Background: an optimization exercise with open tools, aiming at small area. Do not read the settings as production practice. The RTL was checked by simulation tests, not by an equivalence proof against the original design. Power figures rest on the tool's default switching activity, not on a simulated workload.

`design/flow/constraint.sdc`:
```
create_clock -name core_clock -period 4.5 [get_ports {clk}]
set_input_delay 0.9000 -clock core_clock [delete_from_list [all_inputs] [get_ports {clk}]]
set_output_delay 0.9000 -clock core_clock [all_outputs]
set_load 0.01 [all_outputs]
```
`design/flow/flow/run.sh`:
```
#!/bin/bash
# The standard layout with three changes:
#  - synthesis maps the logic with flow/abc_map.script (ABC mapping without
#    its buffering and sizing passes; OpenROAD repairs slew and load later);
#    everything else in synth_recipe.tcl is unchanged, so the registers are the
#    standard synthesis's;
#  - ports are buffered with buf_1;
#  - power recovery (downsizing of non-critical cells) after global route;
#  - CTS clusters up to 16 sinks per clkbuf_8 leaf and adds no dummy loads.
# Each tool's output stays in orfs/logs; make's output goes to standard.log.
set -euo pipefail
cd "$(dirname "$0")/.."
W=$(pwd)
{ echo "=== standard.sh ==="; cat standard.sh; echo "=== config.mk ==="; cat config.mk; } > flow_info.log 2>&1
{ head -n 1 synth_recipe.tcl
  echo "proc abc {args} { set i [lsearch \$args -script]; lset args [expr {\$i + 1}] $W/flow/abc_map.script; yosys abc {*}\$args }"
  tail -n +2 synth_recipe.tcl; } > my_synth.tcl
sed "s#SYNTH_SCRIPT=[^ ]*#SYNTH_SCRIPT=$W/my_synth.tcl#" standard.sh > my_standard.sh
grep -q "SYNTH_SCRIPT=$W/my_synth.tcl" my_standard.sh
cat >> config.mk <<'EOC'
export BUFFER_PORTS_ARGS = -buffer_cell sky130_fd_sc_hd__buf_1
export RECOVER_POWER = 100
export CTS_ARGS = -sink_clustering_enable -repair_clock_nets -dont_use_dummy_load -buf_list {sky130_fd_sc_hd__clkbuf_8} -sink_clustering_size 16 -sink_clustering_max_diameter 60
EOC
bash my_standard.sh > standard.log 2>&1
```
`design/flow/flow/abc_map.script`:
```
&get -n
&st
&dch
&nf
&put
```
`design/flow/config.mk`:
```
export PLATFORM = sky130hd
export DESIGN_NAME = jump_rs_scheduler
export DESIGN_NICKNAME = jump_rs_scheduler
export VERILOG_FILES = /design/flow/design.v
export SDC_FILE = /design/flow/constraint.sdc
export NUM_CORES = 4
export LEC_CHECK = 0
export CAP_MARGIN = 20
export CORE_MARGIN = 2
export CORE_UTILIZATION = 50
export GPL_ROUTABILITY_DRIVEN = 1
export PLACE_DENSITY = 0.6
export SLEW_MARGIN = 20
export BUFFER_PORTS_ARGS = -buffer_cell sky130_fd_sc_hd__buf_1
export RECOVER_POWER = 100
export CTS_ARGS = -sink_clustering_enable -repair_clock_nets -dont_use_dummy_load -buf_list {sky130_fd_sc_hd__clkbuf_8} -sink_clustering_size 16 -sink_clustering_max_diameter 60
```
`design/flow/design.v`:
```
package tomasulo_pkg;
    localparam int unsigned TAG_W          = 4;
    localparam int unsigned XLEN           = 32;
    localparam int unsigned TAG_NONE       = 0;
    localparam int unsigned MAX_RS_ENTRIES = 8;
    typedef enum logic [2:0] {
        CMP_UNCOND = 3'd0,
        CMP_EQ     = 3'd1,
        CMP_NE     = 3'd2,
        CMP_LT     = 3'd3,
        CMP_GE     = 3'd4,
        CMP_LTU    = 3'd5,
        CMP_GEU    = 3'd6
    } cmp_ctrl_e;
    typedef enum logic {
        ST_IDLE = 1'b0,
        ST_BUSY = 1'b1
    } issue_state_e;
    function automatic logic [MAX_RS_ENTRIES-1:0] lowest_one_hot(
        input logic [MAX_RS_ENTRIES-1:0] vec
    );
        lowest_one_hot = vec & (~vec + 1'b1);
    endfunction
endpackage
module age_matrix_picker #(
    parameter int unsigned NUM_ENTRIES = 4
) (
    input  logic                   clk,
    input  logic [NUM_ENTRIES-1:0] i_valid,
    input  logic [NUM_ENTRIES-1:0] i_ready,
    output logic [NUM_ENTRIES-1:0] o_grant_oh_c,
    output logic                   o_grant_valid_c
);
    logic [NUM_ENTRIES-1:0][NUM_ENTRIES-1:0] r_old;
    always_ff @(posedge clk) begin
        for (int unsigned i = 0; i < NUM_ENTRIES; i++) begin
            for (int unsigned j = i + 1; j < NUM_ENTRIES; j++) begin
                r_old[i][j] <= ~i_valid[j] | (i_valid[i] & r_old[i][j]);
            end
        end
    end
    always_comb begin
        o_grant_oh_c = '0;
        for (int unsigned r = 0; r < NUM_ENTRIES; r++) begin
            logic blocked;
            blocked = 1'b0;
            for (int unsigned c = 0; c < NUM_ENTRIES; c++) begin
                if (c < r) blocked = blocked | (i_ready[c] & r_old[c][r]);
                if (c > r) blocked = blocked | (i_ready[c] & ~r_old[r][c]);
            end
            o_grant_oh_c[r] = i_ready[r] & ~blocked;
        end
        o_grant_valid_c = |i_ready;
    end
endmodule
module jump_rs_scheduler #(
    parameter int unsigned NUM_ENTRIES = 8,
    parameter int unsigned TAG_W       = tomasulo_pkg::TAG_W,
    parameter int unsigned XLEN        = tomasulo_pkg::XLEN
) (
    input  logic             clk,
    input  logic             rst_n,
    input  logic             disp_valid,
    output logic             disp_ready,
    input  logic             disp_jalr,
    input  logic [2:0]       disp_cmp_ctrl,
    input  logic [XLEN-1:0]  disp_imm,
    input  logic [XLEN-1:0]  disp_pc,
    input  logic [TAG_W-1:0] disp_dst_tag,
    input  logic [TAG_W-1:0] disp_rs1_tag,
    input  logic [XLEN-1:0]  disp_rs1_val,
    input  logic [TAG_W-1:0] disp_rs2_tag,
    input  logic [XLEN-1:0]  disp_rs2_val,
    input  logic             cdb_valid,
    input  logic [TAG_W-1:0] cdb_tag,
    input  logic [XLEN-1:0]  cdb_data,
    output logic             fu_en,
    output logic             fu_jalr,
    output logic [2:0]       fu_cmp_ctrl,
    output logic [XLEN-1:0]  fu_rs1_data,
    output logic [XLEN-1:0]  fu_rs2_data,
    output logic [XLEN-1:0]  fu_imm,
    output logic [XLEN-1:0]  fu_pc,
    output logic [TAG_W-1:0] fu_tag,
    input  logic             fu_done,
    input  logic             flush,
    output logic             fu_busy,
    output logic             rs_empty
);
    localparam int unsigned PW = 1 + 3 + XLEN + XLEN + TAG_W;   
    logic [NUM_ENTRIES-1:0] r_valid;
    logic [PW-1:0]          r_pay [NUM_ENTRIES];
    logic [NUM_ENTRIES-1:0] r_w1;
    logic [NUM_ENTRIES-1:0] r_w2;
    logic [XLEN-1:0]        r_v1  [NUM_ENTRIES];
    logic [XLEN-1:0]        r_v2  [NUM_ENTRIES];
    logic                   r_busy;
    logic                   r_fu_en;
    logic [NUM_ENTRIES-1:0] r_sel;
    logic                   w_disp_fire;
    logic [NUM_ENTRIES-1:0] w_alloc_oh;
    logic [NUM_ENTRIES-1:0] w_ready;
    logic [NUM_ENTRIES-1:0] w_grant_oh;
    logic                   w_grant_valid;
    logic                   w_issue;
    logic [PW-1:0]          w_new_pay;
    logic                   w_new_w1;
    logic                   w_new_w2;
    logic [XLEN-1:0]        w_new_v1;
    logic [XLEN-1:0]        w_new_v2;
    always_comb begin
        w_disp_fire = disp_valid & ~&r_valid & ~flush;
        w_alloc_oh  = '0;
        if (w_disp_fire) begin
            w_alloc_oh = NUM_ENTRIES'(tomasulo_pkg::lowest_one_hot(tomasulo_pkg::MAX_RS_ENTRIES'(~r_valid)));
        end
    end
    always_comb begin
        logic byp1, byp2;
        byp1     = cdb_valid && (disp_rs1_tag != '0) && (cdb_tag == disp_rs1_tag);
        byp2     = cdb_valid && (disp_rs2_tag != '0) && (cdb_tag == disp_rs2_tag);
        w_new_w1 = (disp_rs1_tag != '0) && !byp1;
        w_new_w2 = (disp_rs2_tag != '0) && !byp2;
        w_new_v1 = byp1 ? cdb_data : disp_rs1_val;
        w_new_v2 = byp2 ? cdb_data : disp_rs2_val;
        if (w_new_w1) w_new_v1[TAG_W-1:0] = disp_rs1_tag;
        if (w_new_w2) w_new_v2[TAG_W-1:0] = disp_rs2_tag;
        w_new_pay = {disp_jalr, disp_cmp_ctrl, disp_imm, disp_pc, disp_dst_tag};
    end
    always_comb begin
        for (int unsigned i = 0; i < NUM_ENTRIES; i++) begin
            w_ready[i] = r_valid[i] & ~r_w1[i] & ~r_w2[i];
        end
    end
    age_matrix_picker #(
        .NUM_ENTRIES (NUM_ENTRIES)
    ) u_picker (
        .clk             (clk),
        .i_valid         (r_valid),
        .i_ready         (w_ready),
        .o_grant_oh_c    (w_grant_oh),
        .o_grant_valid_c (w_grant_valid)
    );
    assign w_issue = ~r_busy & w_grant_valid;
    always_ff @(posedge clk or negedge rst_n) begin
        if (!rst_n) begin
            r_busy  <= 1'b0;
            r_fu_en <= 1'b0;
        end else begin
            r_busy  <= r_busy ? ~fu_done : w_grant_valid;
            r_fu_en <= w_issue;
        end
    end
    always_ff @(posedge clk) begin
        r_sel <= w_grant_oh;
    end
    always_ff @(posedge clk or negedge rst_n) begin
        if (!rst_n) begin
            r_valid <= '0;
        end else begin
            for (int unsigned i = 0; i < NUM_ENTRIES; i++) begin
                r_valid[i] <= ~flush & (w_alloc_oh[i] | (r_valid[i] & ~(w_issue & w_grant_oh[i])));
            end
        end
    end
    always_ff @(posedge clk) begin
        for (int unsigned i = 0; i < NUM_ENTRIES; i++) begin
            r_pay[i] <= ({PW{w_alloc_oh[i]}} & w_new_pay) | ({PW{r_valid[i]}} & r_pay[i]);
        end
    end
    always_ff @(posedge clk) begin
        for (int unsigned i = 0; i < NUM_ENTRIES; i++) begin
            logic m1, m2, ld, wk1, wk2, hd1, hd2;
            m1  = cdb_valid & r_w1[i] & (r_v1[i][TAG_W-1:0] == cdb_tag);
            m2  = cdb_valid & r_w2[i] & (r_v2[i][TAG_W-1:0] == cdb_tag);
            ld  = ~r_valid[i];
            wk1 = r_valid[i] & m1;
            wk2 = r_valid[i] & m2;
            hd1 = r_valid[i] & ~m1;
            hd2 = r_valid[i] & ~m2;
            r_w1[i] <= (ld & w_new_w1) | (hd1 & r_w1[i]);
            r_w2[i] <= (ld & w_new_w2) | (hd2 & r_w2[i]);
            r_v1[i] <= ({XLEN{ld}} & w_new_v1) | ({XLEN{wk1}} & cdb_data) | ({XLEN{hd1}} & r_v1[i]);
            r_v2[i] <= ({XLEN{ld}} & w_new_v2) | ({XLEN{wk2}} & cdb_data) | ({XLEN{hd2}} & r_v2[i]);
        end
    end
    logic [PW-1:0]   w_out_pay;
    logic [XLEN-1:0] w_out_v1;
    logic [XLEN-1:0] w_out_v2;
    always_comb begin
        w_out_pay = '0;
        w_out_v1  = '0;
        w_out_v2  = '0;
        for (int unsigned i = 0; i < NUM_ENTRIES; i++) begin
            w_out_pay = w_out_pay | (r_pay[i] & {PW{r_sel[i]}});
            w_out_v1  = w_out_v1  | (r_v1[i]  & {XLEN{r_sel[i]}});
            w_out_v2  = w_out_v2  | (r_v2[i]  & {XLEN{r_sel[i]}});
        end
    end
    assign disp_ready  = ~&r_valid;
    assign rs_empty    = ~|r_valid;
    assign fu_en       = r_fu_en;
    assign fu_busy     = r_busy;
    assign {fu_jalr, fu_cmp_ctrl, fu_imm, fu_pc, fu_tag} = w_out_pay;
    assign fu_rs1_data = w_out_v1;
    assign fu_rs2_data = w_out_v2;
endmodule
```
`design/flow/standard.sh`:
```
#!/bin/bash
# synth_recipe.tcl (not shown) runs the flow's synth.tcl, then flattens the netlist and writes it again
# the make line also repeats each setting of config.mk as NAME=value (left out here)
make -C /OpenROAD-flow-scripts/flow DESIGN_CONFIG=/design/flow/config.mk WORK_HOME=/design/flow/orfs CLKGATE_MAP_FILE= SYNTH_SCRIPT=/design/flow/synth_recipe.tcl "${@:-finish}"
```
==> flow_metrics.tcl, run 1 <==
set metrics [dict create \
    syn-num-nets 3923 \
    vias_per_cell 7.22 \
    total_leakage_power_uw 0.0165 \
    pwr-share-comb_pct 5.3 \
    finalCritPeriodShare_pct 93.1 \
    fin_crit_ps 4190 \
    irDropWorstVdd_mv 0.252 \
    avgSynthCellArea_um2 11.2 \
    ant_nets 0 \
    dp_hpwl_um 91600 \
    layout-drive-gt1-share_pct 5.70 \
    grt_max_degree 151 \
    synth_top_cell_area_share_pct 54.5 \
    firstDrtPassIters 10 \
    crit_required_ps 5070 \
    fillers 7558 \
    initial_core_util_pct 50.3 \
    status "complete, but fails checks" \
    cts_setup_buffers 0 \
    clkPwrFrac_pct 30.2 \
    die_y_um 293 \
    wl_per_cell_um 30.7 \
    rows 106 \
    grt_pass1_wl_um 244000 \
    cp_max_fo 46 \
    worstSetupPathType "register to register" \
    cpMaxStageDelayCell "a31oi_1" \
    fin_cells 5365 \
    startpoint_type "register" \
    slowest_delay_ps 1710 \
    postCtsHoldBufs 0 \
    async_flop_share_pct 0.870 \
    track_usage_pct 36.7 \
    dp_cells 5266 \
    cp.arrival_ps 4760 \
    slew_headroom_pct -83.7 \
    path_clk_slew_ps 100 \
    seqPwrFrac_pct 64.5 \
    rsz0062_at_grt "no" \
    tritoncts "done" \
    yosys_warnings 5 \
    drc 0 \
    drv_cap 21 \
    drt-total-wl_um 165000 \
    crit_buf_inv 2 \
    finalHoldViolCount 0 \
    fmax_ghz 0.239 \
    cts_resized 0 \
    syn-instance-count 3737 \
    die_w_um 293 \
    numClockSinks 1150 \
    setup_ws_ps 309 \
    overflow 0 \
    p_sw_share_pct 25.0 \
    cts_max_level 3 \
    hp-class "primary input to asynchronous set/reset pin" \
    grt_pass1_vias 37200 \
    finClkSkew_ps 69.1 \
    ys_types 42 \
    synth_edf_count 0 \
    postLayoutCoreUtil_pct 56.5 \
    drtIter0Drc 5107 \
    cp-end-kind "register" \
    path_cells "clkinv_1, a31oi_1, clkbuf_2, a22oi_1, o21ai_0" \
    cts_made_buffers 90 \
    crit_family "compound AO/OA/AOI/OAI gates" \
    netlist_top_cells_area "dfxtp_1, a22o_1, a22oi_1, a222oi_1, o21ai_0" \
    yosys_most_used_dff "dfxtp_1" \
    slew_violations 994 \
    synth_common_cells "dfxtp_1, a22oi_1, a22o_1, o21ai_0, a222oi_1" \
    io_buffers 325 \
    area_delta_synth_final_pct 12.5 \
    finalSetupViolations 0 \
    yosysTopAreaCell "dfxtp_1" \
    io_pins 326 \
    syn_area_um2 41900 \
    synth-seq-cells 1150 \
    num_vias 38700 \
    core_um2 83300 \
    cts_buffer_depth 3 \
    dpl_worst_slack_ps 855 \
    synth_seq_area_share_pct 55.1 \
    power_density_nw_per_um2 359 \
    netSwitchingPower_uw 4230 \
    internal-power_uw 12700 \
    die-area_um2 86100 \
    synth.most_common_cell "dfxtp_1" \
    cts-root-buf "clkbuf_8" \
    fin_setup_tns_ps 0 \
    grt_antenna_before_repair 13 \
    clkLatencyLatePin_ps 760 \
    worst_pin_slew_ps 2760 \
    gp_congestion 0.862 \
    nNetsFinal 4465 \
    violatedChecks "max-capacitance violations, max-slew violations" \
]
## logic make-up after synthesis
group	after synthesis	share of synthesized area (%)
compound gates	2090	37.7
xor+xnor	72	1.51
buf+inv	31	0.278
flops	1150	55.1
mux	56	1.34
simple gates	338	4.06
## path summary, 6_finish.rpt
path,start,to,slack [ps],depth (start not counted)
max in group asynchronous,rst_n,r_valid[4],3930,1
worst max register to register,r_valid[7],r_v2[7][29],310,5
worst max-delay path,r_valid[7],r_v2[7][29],310,5
worst min register to register,u_picker.r_old[1],u_picker.r_old[1],470,2
worst min-delay path,rst_n,r_valid[3],110,1
min in group core_clock,fu_done,r_busy,370,2
## per-stage QoR
step	hold WS [ps]	power, µW	cell area, µm²
2_1_floorplan	438	11500	41900
3_3_place_gp	451	12000	46200
3_5_place_dp	456	12000	46200
4_1_cts	99.7	17000	47400
5_1_grt	137	17500	47100
6_report	114	16900	47100
## routing by layer
| metal | up-vias | wire length (µm) | GRT usage [%] |
|---|---|---|---|
| met3 | 403 | 14800 | 6.55 |
| li1 | 16900 | - | - |
| met5 | - | 103 | 0 |
| met2 | 2112 | 76700 | 60.4 |
| met1 | 19300 | 66300 | 47.2 |
| met4 | 16 | 6830 | 16.4 |
## power groups by stage
stage / registers (µW) / logic [µW] / clock network [µW]
floorplan: 11100 / 401 / 0
global placement: 11100 / 888 / 0
detailed placement: 11100 / 902 / 0
CTS: 10900 / 903 / 5160
global route: 10900 / 983 / 5540
finish: 10900 / 905 / 5110
## layout by cell type, fill, tap and decap left out, types with 22 or more instances in the layout
cell type  count
buf_12        25
nor4_1        23
buf_4         64
nand3_1      123
clkinv_1      31
a222oi_1     277
clkbuf_8      90
a22o_1       576
o21ai_0      537
nand2_1      121
a21boi_0      26
xor2_1        68
dfxtp_1     1132
clkbuf_2      22
a22oi_1      609
mux2i_1       56
buf_1        317
## worst register-to-register path, stage by stage, from the launching register on
cell and delay (ps):
dfrtp_4 870, clkinv_1 370, a31oi_1 1710, clkbuf_2 830, a22oi_1 210, o21ai_0 100
## sequential cells by signal (all words and copies together) (netlist names)
signal	flops
u_picker.r_old	28
r_valid	8
r_sel	8
r_pay	576
r_w1	8
r_w2	8
r_v1	256
r_fu_en	1
r_busy	1
r_v2	256
## final cells by class
cell class                      count  area (µm²)  area share (%)
Sequential cell                  1150       23100            49.1
Tap cell                         1080        1350            2.87
Inverter                           31         116           0.247
Clock buffer                       90        1240            2.63
Timing Repair Buffer              450        2390            5.09
Multi-Input combinational cell   2556       18800            40.0
Antenna cell                        8        20.0          0.0425
==> run 2, diff against run 1 <==
--- a/design/flow/flow/run.sh
+++ b/design/flow/flow/run.sh
@@ -7,3 +7,2 @@
 #  - ports are buffered with buf_1;
-#  - power recovery (downsizing of non-critical cells) after global route;
 #  - CTS clusters up to 16 sinks per clkbuf_8 leaf and adds no dummy loads.
@@ -21,3 +20,2 @@
 export BUFFER_PORTS_ARGS = -buffer_cell sky130_fd_sc_hd__buf_1
-export RECOVER_POWER = 100
 export CTS_ARGS = -sink_clustering_enable -repair_clock_nets -dont_use_dummy_load -buf_list {sky130_fd_sc_hd__clkbuf_8} -sink_clustering_size 16 -sink_clustering_max_diameter 60
--- a/design/flow/config.mk
+++ b/design/flow/config.mk
@@ -9,8 +9,7 @@
 export CORE_MARGIN = 2
-export CORE_UTILIZATION = 50
+export CORE_UTILIZATION = 45
 export GPL_ROUTABILITY_DRIVEN = 1
-export PLACE_DENSITY = 0.6
+export PLACE_DENSITY = 0.55
 export SLEW_MARGIN = 20
 export BUFFER_PORTS_ARGS = -buffer_cell sky130_fd_sc_hd__buf_1
-export RECOVER_POWER = 100
 export CTS_ARGS = -sink_clustering_enable -repair_clock_nets -dont_use_dummy_load -buf_list {sky130_fd_sc_hd__clkbuf_8} -sink_clustering_size 16 -sink_clustering_max_diameter 60
==> run 2 against run 1 <==
  * Now clean on timing, DRC and antenna
  * Via count grew 0.68%
  * Core utilization shrank 4.4 points
  * Wire length grew 4.6%
  * Largest cell class unchanged
  * Sequential cell count is the same
  * Critical path type is now register to primary output
  * Highest routed layer unchanged
  * Sequential share of layout area shrank 0.82 points
==> flow_metrics.tcl, run 2 <==
set metrics [dict create \
    status "timing/DRC/antenna clean" \
    drtIter0Drc 5513 \
    netlist_top_cells_area "dfxtp_1, a22o_1, a22oi_1, a222oi_1, o21ai_0" \
    final_common_cell "dfxtp_1" \
    irDropWorstVdd_mv 0.266 \
    finalCritPeriodShare_pct 88.8 \
    finalSetupViolations 0 \
    layout_common_cells "dfxtp_1, a22oi_1, a22o_1, o21ai_0, buf_1" \
    regMostFlops "r_pay" \
    avgSynthCellArea_um2 11.2 \
    drt-total-wl_um 172000 \
    die_y_um 309 \
    cts_setup_buffers 0 \
    cp.arrival_ps 3100 \
    cts_max_level 3 \
    slew_headroom_pct 21.5 \
    async_flop_share_pct 0.870 \
    cts-root-buf "clkbuf_8" \
    hp-class "primary input to asynchronous set/reset pin" \
    cts_made_buffers 97 \
    postCtsHoldBufs 0 \
    die-area_um2 95500 \
    firstDrtPassIters 9 \
    slew_violations 0 \
    fmax_ghz 0.250 \
    syn-instance-count 3737 \
    num_vias 39000 \
    area_delta_synth_final_pct 14.4 \
    reg.largest.list "r_pay: 576 flops, r_v1: 256 flops, r_v2: 256 flops" \
    yosys_most_used_dff "dfxtp_1" \
    grt_pass1_wl_um 252000 \
    track_usage_pct 34.7 \
    synth_top_cell_area_share_pct 54.5 \
    ant_nets 0 \
    wl_per_cell_um 31.0 \
    rsz0062_at_grt "no" \
    io_buffers 325 \
    layout-drive-gt1-share_pct 7.00 \
    nNetsFinal 4491 \
    synth_common_cells "dfxtp_1, a22oi_1, a22o_1, o21ai_0, a222oi_1" \
    rows 111 \
    fin_setup_tns_ps 0 \
    tritoncts "done" \
    numClockSinks 1150 \
    drc 0 \
    gp_congestion 0.891 \
    grt_max_degree 79 \
    path_clk_slew_ps 100 \
    cts_resized 0 \
    finClkSkew_ps 47.3 \
    startpoint_type "register" \
    crit_required_ps 3600 \
    synth_edf_count 0 \
    drv_cap 0 \
    dp_hpwl_um 95900 \
    synth_seq_area_share_pct 55.1 \
    core_um2 91900 \
    die_w_um 309 \
    yosys_warnings 5 \
    overflow 0 \
    cp-end-kind "primary output" \
    vias_per_cell 7.03 \
    fin_crit_ps 4000 \
    ys_types 42 \
    initial_core_util_pct 45.5 \
    worst_pin_slew_ps 1180 \
    syn-num-nets 3923 \
    yosysTopAreaCell "dfxtp_1" \
    syn_area_um2 41900 \
    total_leakage_power_uw 0.0168 \
    clkLatencyLatePin_ps 750 \
    finalHoldViolCount 0 \
    grt_pass1_vias 37300 \
    synth-seq-cells 1150 \
    synth.most_common_cell "dfxtp_1" \
    finalPower_uw 17200 \
    cts_buffer_depth 3 \
    cp_max_fo 50 \
    io_pins 326 \
    largest_reg_flops 576 \
    power_density_nw_per_um2 359 \
    grt_antenna_before_repair 15 \
    worstSetupPathType "register to primary output" \
]
-- run 2: cell counts after synthesis --
Identical to the previous run, type by type.
-- run 2: area by class of cell --
| type | instances | area [µm²] |
|---|---|---|
| inverters | 31 | 116 |
| repair buffers | 469 | 2710 |
| well taps | 1243 | 1560 |
| multi-input cells | 2556 | 19000 |
| flip-flops and latches | 1150 | 23100 |
| diodes | 7 | 17.5 |
| clock buffers | 97 | 1340 |
| fillers | 8462 | 44100 |
-- run 2: metal layers --
layer  up-vias  routed length [µm]  track usage [%]
met1     19600               72500             47.1
met4        18                6490             14.5
met2      2072               77800             54.5
met3       361               15400             6.18
li1      16900                   -                -
met5         -                 114                0
-- run 2: through the flow --
step	cell area, µm²	setup slack (ps)	util (%)	instances	hold slack (ps)
after global placement	46400	861	50.5	5446	456
after floorplan	41900	-2680	-	3737	438
after global routing	47900	436	52.1	5551	115
final	47900	503	52.1	5553	98.2
after CTS	47800	477	52.0	5544	42.5
after detailed placement	46500	769	50.5	5447	455
-- run 2: logic make-up after synthesis --
| family | count (synthesis) | synth area share, % |
|---|---|---|
| AOI/OAI and AO/OA | 2090 | 37.7 |
| xor gates and xnor gates | 72 | 1.51 |
| buffers and inverters | 31 | 0.278 |
| DFF | 1150 | 55.1 |
| muxes | 56 | 1.34 |
| and+or+nand+nor | 338 | 4.06 |
-- run 2: worst paths after layout --
path	start	slack [ps]	cells after the start	to
min in group core_clock	flush	370	2	r_valid[5]
min reg2reg	u_picker.r_old[1]	470	2	u_picker.r_old[1]
max reg2reg	r_valid[2]	1010	6	r_pay[4][30]
max	r_sel[2]	500	5	fu_imm[21]
max in group asynchronous	rst_n	3930	1	r_valid[4]
min	rst_n	100	1	r_fu_en
-- run 2: worst max-delay path: stages (launching register included) --
cell	delay, ps
dfxtp_4	1000
buf_4	610
a222oi_1	150
a21boi_0	160
nand3_1	100
buf_1	260
-- run 2: report_power, final --
group / internal (µW) / total, µW / switching, µW / leakage (µW)
registers: 10600 / 10900 / 305 / 0.00952
clock network: 1920 / 5330 / 3410 / 0.000697
logic: 301 / 942 / 641 / 0.00656
total: 12800 / 17200 / 4350 / 0.0168
==> run 3, diff against run 2 <==
--- a/design/flow/config.mk
+++ b/design/flow/config.mk
@@ -9,5 +9,5 @@
 export CORE_MARGIN = 2
-export CORE_UTILIZATION = 45
+export CORE_UTILIZATION = 55
 export GPL_ROUTABILITY_DRIVEN = 1
-export PLACE_DENSITY = 0.55
+export PLACE_DENSITY = 0.65
 export SLEW_MARGIN = 20
==> run 3 against run 2 <==
  * Synthesized cell count is the same
  * Sequential share of layout area grew 0.79 points
  * Global-route usage grew 3.9 points
  * Clock power shrank 5.8%
  * Clock skew grew 35 ps
  * Combinational power shrank 4.8%
  * Final cell count shrank 5.6%
  * Via count shrank 0.55%
  * Sequential power is essentially flat
  * Largest cell class unchanged
  * Largest power group unchanged
  * Highest routed layer unchanged
==> flow_metrics.tcl, run 3 <==
set metrics [dict create \
    cts_max_level 3 \
    cts_resized 0 \
    r2r-end "r_pay[1][50]" \
    yosys_warnings 5 \
    initial_core_util_pct 55.3 \
    slew_violations 0 \
    worst_pin_slew_ps 1200 \
    cts_setup_buffers 0 \
    rrSetupSlack_ps 1320 \
    die_y_um 280 \
    cp_max_fo 64 \
    cts_made_buffers 88 \
    io_buffers 325 \
    cp-end-kind "primary output" \
    async_flop_share_pct 0.870 \
    synth_top_cell_area_share_pct 54.5 \
    rr_worst_depth 4 \
    clkLatencyLatePin_ps 750 \
    yosys_most_used_dff "dfxtp_1" \
    rsz0062_at_grt "no" \
    synth_seq_area_share_pct 55.1 \
    irDropWorstVdd_mv 0.245 \
    drtIter0Drc 6039 \
    syn-instance-count 3737 \
    nNetsFinal 4446 \
    total_leakage_power_uw 0.0165 \
    regMostFlops "r_pay" \
    dp_cells 5146 \
    die-area_um2 78300 \
    synth_edf_count 0 \
    met3_length_um 15800 \
    fmax_ghz 0.254 \
    power_density_nw_per_um2 357 \
    fin_cells 5241 \
    crit_required_ps 3600 \
    core_um2 75700 \
    cts-root-buf "clkbuf_8" \
    yosysTopAreaCell "dfxtp_1" \
    synthAdderAreaFrac_pct 0 \
    synth.most_common_cell "dfxtp_1" \
    synth_xor_area_share_pct 1.51 \
    cp.arrival_ps 3030 \
    slowest_delay_ps 1120 \
    muxShareOfSynthArea_pct 1.34 \
    worstSetupPathType "register to primary output" \
    worstReg2RegStart "r_valid[0]" \
    postCtsHoldBufs 0 \
    overflow 0 \
    finalPower_uw 16800 \
    slew_headroom_pct 20.2 \
    grt_pass1_vias 36600 \
    drt-total-wl_um 158000 \
    synth_common_cells "dfxtp_1, a22oi_1, a22o_1, o21ai_0, a222oi_1" \
    gp_congestion 0.863 \
    final_common_cell "dfxtp_1" \
    finalCritPeriodShare_pct 87.4 \
    path_clk_slew_ps 100 \
    rows 101 \
    grt_max_degree 153 \
    dp_hpwl_um 86800 \
    syn_area_um2 41900 \
    cts_buffer_depth 3 \
    wl_per_cell_um 30.1 \
    grt_antenna_before_repair 16 \
    largest_reg_flops 576 \
    synth-seq-cells 1150 \
    finClkSkew_ps 82.0 \
    wl_met1_um 61800 \
    drc 0 \
    synth_top_family_by_area "compound AO/OA/AOI/OAI gates" \
    netlist_top_cells_area "dfxtp_1, a22o_1, a22oi_1, a222oi_1, o21ai_0" \
    layout_common_cells "dfxtp_1, a22oi_1, a22o_1, o21ai_0, buf_1" \
    die_w_um 280 \
    cpMaxStageDelayCell "dfxtp_4" \
    synth_simple_gate_area_share_pct 4.06 \
    maxUsedRoutingLayer "met5" \
    layout-drive-gt1-share_pct 5.99 \
    ant_nets 0 \
    path_cells "buf_4, a222oi_1, nand3_1, buf_1" \
    area_delta_synth_final_pct 12.5 \
    ys_types 42 \
    startpoint_type "register" \
    fin_crit_ps 3930 \
    firstDrtPassIters 10 \
    io_pins 326 \
    syn-num-nets 3923 \
    grt_pass1_wl_um 234000 \
    vias_per_cell 7.40 \
    avgSynthCellArea_um2 11.2 \
    hp-class "primary input to asynchronous set/reset pin" \
    num_vias 38800 \
    route.met2.wl_um 73100 \
    status "timing/DRC/antenna clean" \
    reg.largest.list "r_pay: 576 flops, r_v1: 256 flops, r_v2: 256 flops" \
    track_usage_pct 38.7 \
    numClockSinks 1150 \
    synth-compound-area-share_pct 37.7 \
    drv_cap 0 \
    finalHoldViolCount 0 \
    tritoncts "done" \
    finalSetupViolations 0 \
]
-- run 3: how the worst max path moves through the flow --
stage | from | to | slack [ps] | cells past startpoint
CTS | r_sel[4] | fu_pc[2] | 600 | 6
finish | r_sel[6] | fu_rs2_data[5] | 570 | 4
global route | r_sel[4] | fu_pc[2] | 530 | 6
global placement | cdb_tag[3] | r_v2[4][0] | 810 | 7
floorplan | r_valid[1] | r_pay[7][0] | -2680 | 4
detailed placement | cdb_tag[3] | r_v1[0][5] | 750 | 7
-- run 3: kinds of logic after synthesis --
family,Yosys count
compound gates,2090
xor+xnor,72
buf+inv,31
flops,1150
mux,56
simple gates,338
-- run 3: worst max-delay path, delay by kind of cell, from the launching register on --
kind,cells,cell delay [ps]
AO/OA/AOI/OAI,1,160
buffers and inverters,2,830
flip-flops,1,1120
AND/OR/NAND/NOR,1,190
-- run 3: layout make-up --
class	instances	area, µm²
Sequential cell	1150	23100
Inverter	31	116
Multi-Input combinational cell	2556	19000
Clock buffer	88	1210
Fill cell	6526	28600
Antenna cell	5	12.5
Timing Repair Buffer	433	2400
Tap cell	978	1220
-- run 3: where the power goes --
part / total, µW / internal [µW] / switching [µW] / leakage [µW]
Sequential: 10900 / 10600 / 305 / 0.00952
Clock: 5020 / 1750 / 3270 / 0.000633
Combinational: 897 / 288 / 609 / 0.00636
-- run 3: metal layers --
metal  global-route usage (%)  up-vias
met2                     62.7     2301
met1                     50.1    19200
met3                     7.26      436
met5                        0        -
li1                         -    16800
met4                     17.9       22
-- run 3: metrics by stage --
step	hold slack, ps	setup TNS (ps)	utilization (%)	instance area, µm²	worst slack [ps]
6_report	139	0	62.2	47100	567
5_1_grt	164	0	62.2	47100	532
3_3_place_gp	449	0	60.5	45800	814
3_5_place_dp	456	0	60.5	45800	746
4_1_cts	112	0	62.1	47000	597
2_1_floorplan	438	-460910	-	41900	-2680

[static timing again, ports no longer ideal]
The results above use ideal ports. As a check the final layouts listed here were re-extracted and re-timed, cells and wires unchanged. Step 1 assumes that a clkbuf_16 drives the clock port and a buf_2 every other input. Step 2 also shifts input and output timing later by t, the mid clock arrival at the registers, as if the neighbouring blocks saw the same clock. Three values: no drivers, after step 1, after step 2; two values: the first two.
run | t, ns | setup WS [ns] | slew at the worst register clock pin (ns)
run 1 | 0.780 | 0.309 / 0.273 / -0.266 | 0.11 / 0.11
run 2 | 0.815 | 0.503 / 0.433 / 0.692 | 0.11 / 0.11
run 3 | 0.774 | 0.567 / 0.500 / 0.574 | 0.11 / 0.11
For run 1, which loses most, drivers alone change the setup slack by -0.036 ns; drivers and shift together by -0.575 ns.
